Source: an optimization exercise on an open RTL-to-GDS flow (aim: small area and few clock cycles per item). Production flows keep margins and buffers that such runs may drop.
Function was checked by simulation only, so behaviour that the tests miss may differ from the original.

==> flow/design.v <==
package lprd_pkg;
  localparam int unsigned ByteW   = 8;
  localparam int unsigned WordW   = 32;
  localparam int unsigned ErrW    = 3;
  localparam int unsigned FieldW  = 2;
  localparam int unsigned CurW    = 30;
  localparam int unsigned TdByteLsb  = 0;
  localparam int unsigned TdArgLsb   = TdByteLsb + ByteW;
  localparam int unsigned TdEndBit   = TdArgLsb + WordW;
  localparam int unsigned TdCountLsb = TdEndBit + 1;
  localparam int unsigned TdErrLsb   = TdCountLsb + WordW;
  localparam int unsigned TdUsedW    = TdErrLsb + ErrW;
  localparam int unsigned OutTdataW  = ((TdUsedW + 7) / 8) * 8;
  localparam int unsigned TdPadW     = OutTdataW - TdUsedW;
  localparam int unsigned CfgIdxW = 1;
  localparam logic [CfgIdxW-1:0] CfgMaxFrameBytes = 1'd0;
  localparam logic [CfgIdxW-1:0] CfgMaxArguments  = 1'd1;
  localparam logic [WordW-1:0] MaxFrameBytesRst = 32'd33554432;
  localparam logic [WordW-1:0] MaxArgumentsRst  = 32'd200000;
  localparam logic [WordW-1:0] FieldBytes       = 32'd4;
  typedef enum logic [1:0] {
    PH_FRAME_LEN,
    PH_ARG_COUNT,
    PH_ARG_LEN,
    PH_ARG_DATA
  } phase_e;
  typedef enum logic [ErrW-1:0] {
    ERR_NONE          = 3'd0,
    ERR_TOO_LONG      = 3'd1,
    ERR_TOO_MANY_ARGS = 3'd2,
    ERR_OVERRUN       = 3'd3,
    ERR_TRAILING      = 3'd4
  } err_e;
  typedef struct packed {
    logic [WordW-1:0] max_frame_bytes;
    logic [WordW-1:0] max_arguments;
  } lprd_limits_t;
  typedef struct packed {
    err_e             error_code;
    logic [WordW-1:0] frame_arg_count;
    logic             frame_done;
    logic             arg_end;
    logic [WordW-1:0] arg_number;
    logic [ByteW-1:0] data_byte;
    logic             data_valid;
  } lprd_result_t;
endpackage
import lprd_pkg::*;
module lprd_in_reg (
  input  logic                       clk_i,
  input  logic                       rst_ni,
  input  logic                       s_valid_i,
  output logic                       s_ready_o,
  input  logic [lprd_pkg::ByteW-1:0] s_data_i,
  input  logic                       take_i,
  output logic                       valid_o,
  output logic [lprd_pkg::ByteW-1:0] data_o
);
  logic             valid_q, valid_d;
  logic [ByteW-1:0] data_q;
  logic             load;
  assign s_ready_o = !valid_q || take_i;
  assign load      = s_valid_i && s_ready_o;
  assign valid_d   = load || (valid_q && !take_i);
  always_ff @(posedge clk_i or negedge rst_ni) begin
    if (!rst_ni) begin
      valid_q <= 1'b0;
    end else begin
      valid_q <= valid_d;
    end
  end
  always_ff @(posedge clk_i) begin
    if (load) begin
      data_q <= s_data_i;
    end
  end
  assign valid_o = valid_q;
  assign data_o  = data_q;
endmodule
import lprd_pkg::*;
module lprd_out_reg (
  input  lprd_pkg::lprd_result_t         result_i,
  output logic [lprd_pkg::OutTdataW-1:0] m_data_o,
  output logic                           m_last_o,
  output logic                           m_user_o
);
  assign m_data_o = {{TdPadW{1'b0}}, result_i.error_code, result_i.frame_arg_count,
                     result_i.arg_end, result_i.arg_number, result_i.data_byte};
  assign m_last_o = result_i.frame_done;
  assign m_user_o = result_i.data_valid;
endmodule
import lprd_pkg::*;
module lprd_parser (
  input  logic                       clk_i,
  input  logic                       rst_ni,
  input  logic                       step_i,
  input  logic [lprd_pkg::ByteW-1:0] byte_i,
  input  lprd_pkg::lprd_limits_t     limits_i,
  output lprd_pkg::lprd_result_t     result_o
);
  lprd_pkg::phase_e   phase_q, phase_d;
  lprd_pkg::err_e     err_q, err_d, err_new;
  logic [FieldW-1:0]  pos_q;
  logic [WordW-1:0]   acc_q;    
  logic [WordW-1:0]   fbl_q;    
  logic [WordW-1:0]   cnt_q;    
  logic [CurW-1:0]    cur_q;    
  logic               last_q;   
  logic [WordW-1:0]   acc_new;
  logic [CurW-1:0]    cur_inc;
  logic               in_data, field_done, finish, boundary, args_zero;
  logic               fbl_zero, fbl_short;
  logic               ev_data, ev_end, ev_done, ok;
  logic [WordW-1:0]   cmp_op;
  logic               cmp_gt;
  assign acc_new    = {acc_q[WordW-ByteW-1:0], byte_i};
  logic [WordW-1:0] fbl_dec, acc_dec;
  logic [WordW:0]   fbl_bw, acc_bw;
  logic [CurW:0]    cur_cy;
  assign fbl_bw[0] = 1'b1;
  assign acc_bw[0] = 1'b1;
  assign cur_cy[0] = 1'b1;
  for (genvar i = 0; i < WordW; i++) begin : g_dec
    assign fbl_dec[i]  = fbl_q[i] ^ fbl_bw[i];
    assign fbl_bw[i+1] = ~fbl_q[i] & fbl_bw[i];
    assign acc_dec[i]  = acc_q[i] ^ acc_bw[i];
    assign acc_bw[i+1] = ~acc_q[i] & acc_bw[i];
  end
  for (genvar i = 0; i < CurW; i++) begin : g_inc
    assign cur_inc[i]  = cur_q[i] ^ cur_cy[i];
    assign cur_cy[i+1] = cur_q[i] & cur_cy[i];
  end
  assign in_data    = (phase_q == PH_ARG_DATA);
  assign field_done = !in_data && (pos_q == '1);
  assign fbl_zero   = (fbl_q[WordW-1:1] == '0);
  assign fbl_short  = (fbl_q[WordW-1:3] == '0) && (fbl_q[2:0] <= 3'd4);
  always_comb begin
    case (phase_q)
      PH_FRAME_LEN: cmp_op = limits_i.max_frame_bytes;
      PH_ARG_COUNT: cmp_op = limits_i.max_arguments;
      default:      cmp_op = fbl_q;
    endcase
  end
  logic [WordW:0] cmp_c;
  assign cmp_c[0] = phase_q[1];
  for (genvar i = 0; i < WordW; i++) begin : g_cmp
    assign cmp_c[i+1] = (acc_new[i] & ~cmp_op[i]) | ((acc_new[i] | ~cmp_op[i]) & cmp_c[i]);
  end
  assign cmp_gt = cmp_c[WordW];
  always_comb begin
    phase_d   = phase_q;
    err_new   = ERR_NONE;
    finish    = 1'b0;
    boundary  = 1'b0;
    args_zero = 1'b0;
    ev_done   = 1'b0;
    if (in_data) begin
      if (acc_q == WordW'(1)) begin
        finish = 1'b1;
      end
    end else if (field_done) begin
      case (phase_q)
        PH_FRAME_LEN: begin
          if (cmp_gt) begin
            err_new = ERR_TOO_LONG;
          end else if (acc_new < FieldBytes) begin
            err_new = ERR_OVERRUN;
          end else begin
            phase_d = PH_ARG_COUNT;
          end
        end
        PH_ARG_COUNT: begin
          if (cmp_gt) begin
            err_new = ERR_TOO_MANY_ARGS;
          end else begin
            boundary  = 1'b1;
            args_zero = (acc_new == '0);
          end
        end
        default: begin   
          if (cmp_gt) begin
            err_new = ERR_OVERRUN;
          end else if (acc_new == '0) begin
            finish = 1'b1;
          end else begin
            phase_d = PH_ARG_DATA;
          end
        end
      endcase
    end
    if (finish) begin
      boundary  = 1'b1;
      args_zero = last_q;
    end
    if (boundary) begin
      if (args_zero) begin
        if (fbl_zero) begin
          ev_done = 1'b1;
          phase_d = PH_FRAME_LEN;
        end else begin
          err_new = ERR_TRAILING;
        end
      end else if (fbl_short) begin
        err_new = ERR_OVERRUN;
      end else begin
        phase_d = PH_ARG_LEN;
      end
    end
  end
  assign err_d   = (err_q != ERR_NONE) ? err_q : err_new;
  assign ok      = (err_d == ERR_NONE);
  assign ev_data = in_data;
  assign ev_end  = finish;
  always_comb begin
    result_o                 = '0;
    result_o.error_code      = err_d;
    if (ok) begin
      result_o.data_valid      = ev_data;
      result_o.data_byte       = ev_data ? byte_i : '0;
      result_o.arg_number      = (ev_data || ev_end) ? WordW'(cur_q) : '0;
      result_o.arg_end         = ev_end;
      result_o.frame_done      = ev_done;
      result_o.frame_arg_count = (ev_done && finish) ? cnt_q : '0;
    end
  end
  always_ff @(posedge clk_i or negedge rst_ni) begin
    if (!rst_ni) begin
      phase_q <= PH_FRAME_LEN;
      pos_q   <= '0;
      err_q   <= ERR_NONE;
    end else if (step_i) begin
      phase_q <= phase_d;
      if (!in_data) begin
        pos_q <= pos_q + FieldW'(1);
      end
      err_q   <= err_d;
    end
  end
  always_ff @(posedge clk_i) begin
    last_q <= (cnt_q[WordW-1:CurW] == '0) && (cnt_q[CurW-1:0] == cur_inc);
  end
  always_ff @(posedge clk_i) begin
    if (step_i) begin
      acc_q <= in_data ? acc_dec : acc_new;
      fbl_q <= (phase_q == PH_FRAME_LEN) ? acc_new : fbl_dec;
      if (phase_q == PH_ARG_COUNT) begin
        cnt_q <= acc_new;
      end
      if (phase_q == PH_FRAME_LEN) begin
        cur_q <= '0;
      end else if (finish) begin
        cur_q <= cur_inc;
      end
    end
  end
endmodule
import lprd_pkg::*;
module length_prefixed_request_deframer_top (
  input  logic                           clk_i,
  input  logic                           rst_ni,
  input  logic                           s_axis_tvalid,
  output logic                           s_axis_tready,
  input  logic [lprd_pkg::ByteW-1:0]     s_axis_tdata,    
  output logic                           m_axis_tvalid,
  input  logic                           m_axis_tready,
  output logic [lprd_pkg::OutTdataW-1:0] m_axis_tdata,
  output logic                           m_axis_tlast,    
  output logic                           m_axis_tuser,    
  input  logic                           cfg_we_i,
  input  logic [lprd_pkg::CfgIdxW-1:0]   cfg_index_i,
  input  logic [lprd_pkg::WordW-1:0]     cfg_wdata_i
);
  lprd_pkg::lprd_limits_t     limits_q;
  logic             in_valid, step;
  logic [ByteW-1:0] in_byte;
  lprd_pkg::lprd_result_t     result;
  always_ff @(posedge clk_i or negedge rst_ni) begin
    if (!rst_ni) begin
      limits_q.max_frame_bytes <= MaxFrameBytesRst;
      limits_q.max_arguments   <= MaxArgumentsRst;
    end else if (cfg_we_i) begin
      if (cfg_index_i == CfgMaxFrameBytes) begin
        limits_q.max_frame_bytes <= cfg_wdata_i;
      end else begin
        limits_q.max_arguments   <= cfg_wdata_i;
      end
    end
  end
  assign step = in_valid && m_axis_tready;
  lprd_in_reg u_in_reg (
    .clk_i     (clk_i),
    .rst_ni    (rst_ni),
    .s_valid_i (s_axis_tvalid),
    .s_ready_o (s_axis_tready),
    .s_data_i  (s_axis_tdata),
    .take_i    (m_axis_tready),
    .valid_o   (in_valid),
    .data_o    (in_byte)
  );
  lprd_parser u_parser (
    .clk_i    (clk_i),
    .rst_ni   (rst_ni),
    .step_i   (step),
    .byte_i   (in_byte),
    .limits_i (limits_q),
    .result_o (result)
  );
  lprd_out_reg u_out_reg (
    .result_i (result),
    .m_data_o (m_axis_tdata),
    .m_last_o (m_axis_tlast),
    .m_user_o (m_axis_tuser)
  );
  assign m_axis_tvalid = in_valid;
endmodule
export LEC_CHECK = 0
export CAP_MARGIN = 20
export CORE_MARGIN = 2
export CORE_UTILIZATION = 40
export SLEW_MARGIN = 20
create_clock -name core_clock -period 7.0 [get_ports {clk_i}]
standard.sh (not shown) runs the stock make flow with config.mk's settings and CLKGATE_MAP_FILE= SYNTH_SCRIPT=/design/flow/synth_recipe.tcl, a recipe that flattens the netlist after the stock synthesis.
==> flow/flow/run.sh <==
#!/bin/bash
# The standard layout (standard.sh: the standard flow's synthesis and ORFS steps, unchanged), with
# smaller port buffers and a clock tree of fewer buffers and no dummy loads.
# Each tool's output goes to the ORFS logs under orfs/logs; make's goes to standard.log.
set -euo pipefail
export BUFFER_PORTS_ARGS="-buffer_cell sky130_fd_sc_hd__buf_1"
export CTS_ARGS="-sink_clustering_enable -repair_clock_nets -dont_use_dummy_load -buf_list {sky130_fd_sc_hd__clkbuf_8} -sink_clustering_size 16 -sink_clustering_max_diameter 50"
bash standard.sh > standard.log 2>&1
The first run passed the timing, DRC and antenna checks.
Testbench counts at the start, summed over its fixed seeds: cycles 28,313, items 28,305.
==> next run, changes <==
--- a/flow/design.v
+++ b/flow/design.v
@@ -109,11 +109,10 @@
   logic [WordW-1:0]   acc_new;
   logic [CurW-1:0]    cur_inc;
   logic               in_data, field_done, finish, boundary, args_zero;
   logic               fbl_zero, fbl_short;
   logic               ev_data, ev_end, ev_done, ok;
-  logic [WordW-1:0]   cmp_op;
   logic               cmp_gt;
   assign acc_new    = {acc_q[WordW-ByteW-1:0], byte_i};
   logic [WordW-1:0] fbl_dec, acc_dec;
   logic [WordW:0]   fbl_bw, acc_bw;
   logic [CurW:0]    cur_cy;
@@ -132,23 +131,20 @@
   end
   assign in_data    = (phase_q == PH_ARG_DATA);
   assign field_done = !in_data && (pos_q == '1);
   assign fbl_zero   = (fbl_q[WordW-1:1] == '0);
   assign fbl_short  = (fbl_q[WordW-1:3] == '0) && (fbl_q[2:0] <= 3'd4);
-  always_comb begin
-    case (phase_q)
-      PH_FRAME_LEN: cmp_op = limits_i.max_frame_bytes;
-      PH_ARG_COUNT: cmp_op = limits_i.max_arguments;
-      default:      cmp_op = fbl_q;
-    endcase
-  end
-  logic [WordW:0] cmp_c;
-  assign cmp_c[0] = phase_q[1];
-  for (genvar i = 0; i < WordW; i++) begin : g_cmp
-    assign cmp_c[i+1] = (acc_new[i] & ~cmp_op[i]) | ((acc_new[i] | ~cmp_op[i]) & cmp_c[i]);
-  end
-  assign cmp_gt = cmp_c[WordW];
+  lprd_cmp u_cmp (
+    .sel_frame_i (phase_q == PH_FRAME_LEN),
+    .sel_args_i  (phase_q == PH_ARG_COUNT),
+    .sel_left_i  (phase_q[1]),
+    .max_frame_i (limits_i.max_frame_bytes),
+    .max_args_i  (limits_i.max_arguments),
+    .left_i      (fbl_q),
+    .field_i     (acc_new),
+    .gt_o        (cmp_gt)
+  );
   always_comb begin
     phase_d   = phase_q;
     err_new   = ERR_NONE;
     finish    = 1'b0;
     boundary  = 1'b0;
@@ -252,10 +248,31 @@
         cur_q <= cur_inc;
       end
     end
   end
 endmodule
+module lprd_cmp (
+  input  logic                       sel_frame_i,
+  input  logic                       sel_args_i,
+  input  logic                       sel_left_i,
+  input  logic [lprd_pkg::WordW-1:0] max_frame_i,
+  input  logic [lprd_pkg::WordW-1:0] max_args_i,
+  input  logic [lprd_pkg::WordW-1:0] left_i,
+  input  logic [lprd_pkg::WordW-1:0] field_i,
+  output logic                       gt_o
+);
+  logic [WordW-1:0] op_n;
+  logic [WordW:0]   c;
+  assign op_n = ~(({WordW{sel_frame_i}} & max_frame_i)
+                | ({WordW{sel_args_i}}  & max_args_i)
+                | ({WordW{sel_left_i}}  & left_i));
+  assign c[0] = sel_left_i;
+  for (genvar i = 0; i < WordW; i++) begin : g_c
+    assign c[i+1] = (field_i[i] & op_n[i]) | ((field_i[i] | op_n[i]) & c[i]);
+  end
+  assign gt_o = c[WordW];
+endmodule
 import lprd_pkg::*;
 module length_prefixed_request_deframer_top (
   input  logic                           clk_i,
   input  logic                           rst_ni,
   input  logic                           s_axis_tvalid,
What happened: The new run completed with no timing, DRC or antenna violations. Cell area is about the same. Die area is lower by 1.1%. Setup slack gains 0.049 ns. Core utilization is higher by 0.17 points. Cell count is higher by 1.7%. Clock-buffer cell count is higher by 1. Routed wire length is higher by 1.2%. Hold slack gains 0.0060 ns. Register-to-register slack gains 0.05 ns. Via count is higher by 4.5%. Non-clock buffer count is lower by 1. Sequential share of layout area barely changes. First-iteration DRC count is higher by 2.1%.
Testbench counts after the change, summed over its fixed seeds: cycles 28,313, items 28,305.

[static timing again, ports no longer ideal]
Ports are ideal in the flow. The routed layouts listed here were re-timed in OpenROAD. Step 1 assumes that a clkbuf_16 drives the clock port and a buf_2 every other input. Step 2 also shifts input and output timing later by t, the mid clock arrival at the registers, as if the neighbouring blocks saw the same clock. Three values: no drivers, after step 1, after step 2; two values: the first two.
| run | t, ns | setup slack, ns | worst setup path at the end | latest minus earliest clock arrival (ns) | worst register clock-pin slew, ns |
|---|---|---|---|---|---|
| the first run | 0.573 | 0.219 / 0.219 / 0.219 | register to register | 0.043 / 0.044 | 0.09 / 0.09 |
| the second run | 0.575 | 0.268 / 0.268 / 0.268 | register to register | 0.065 / 0.065 | 0.10 / 0.10 |
After both steps every run listed still meets setup and hold.
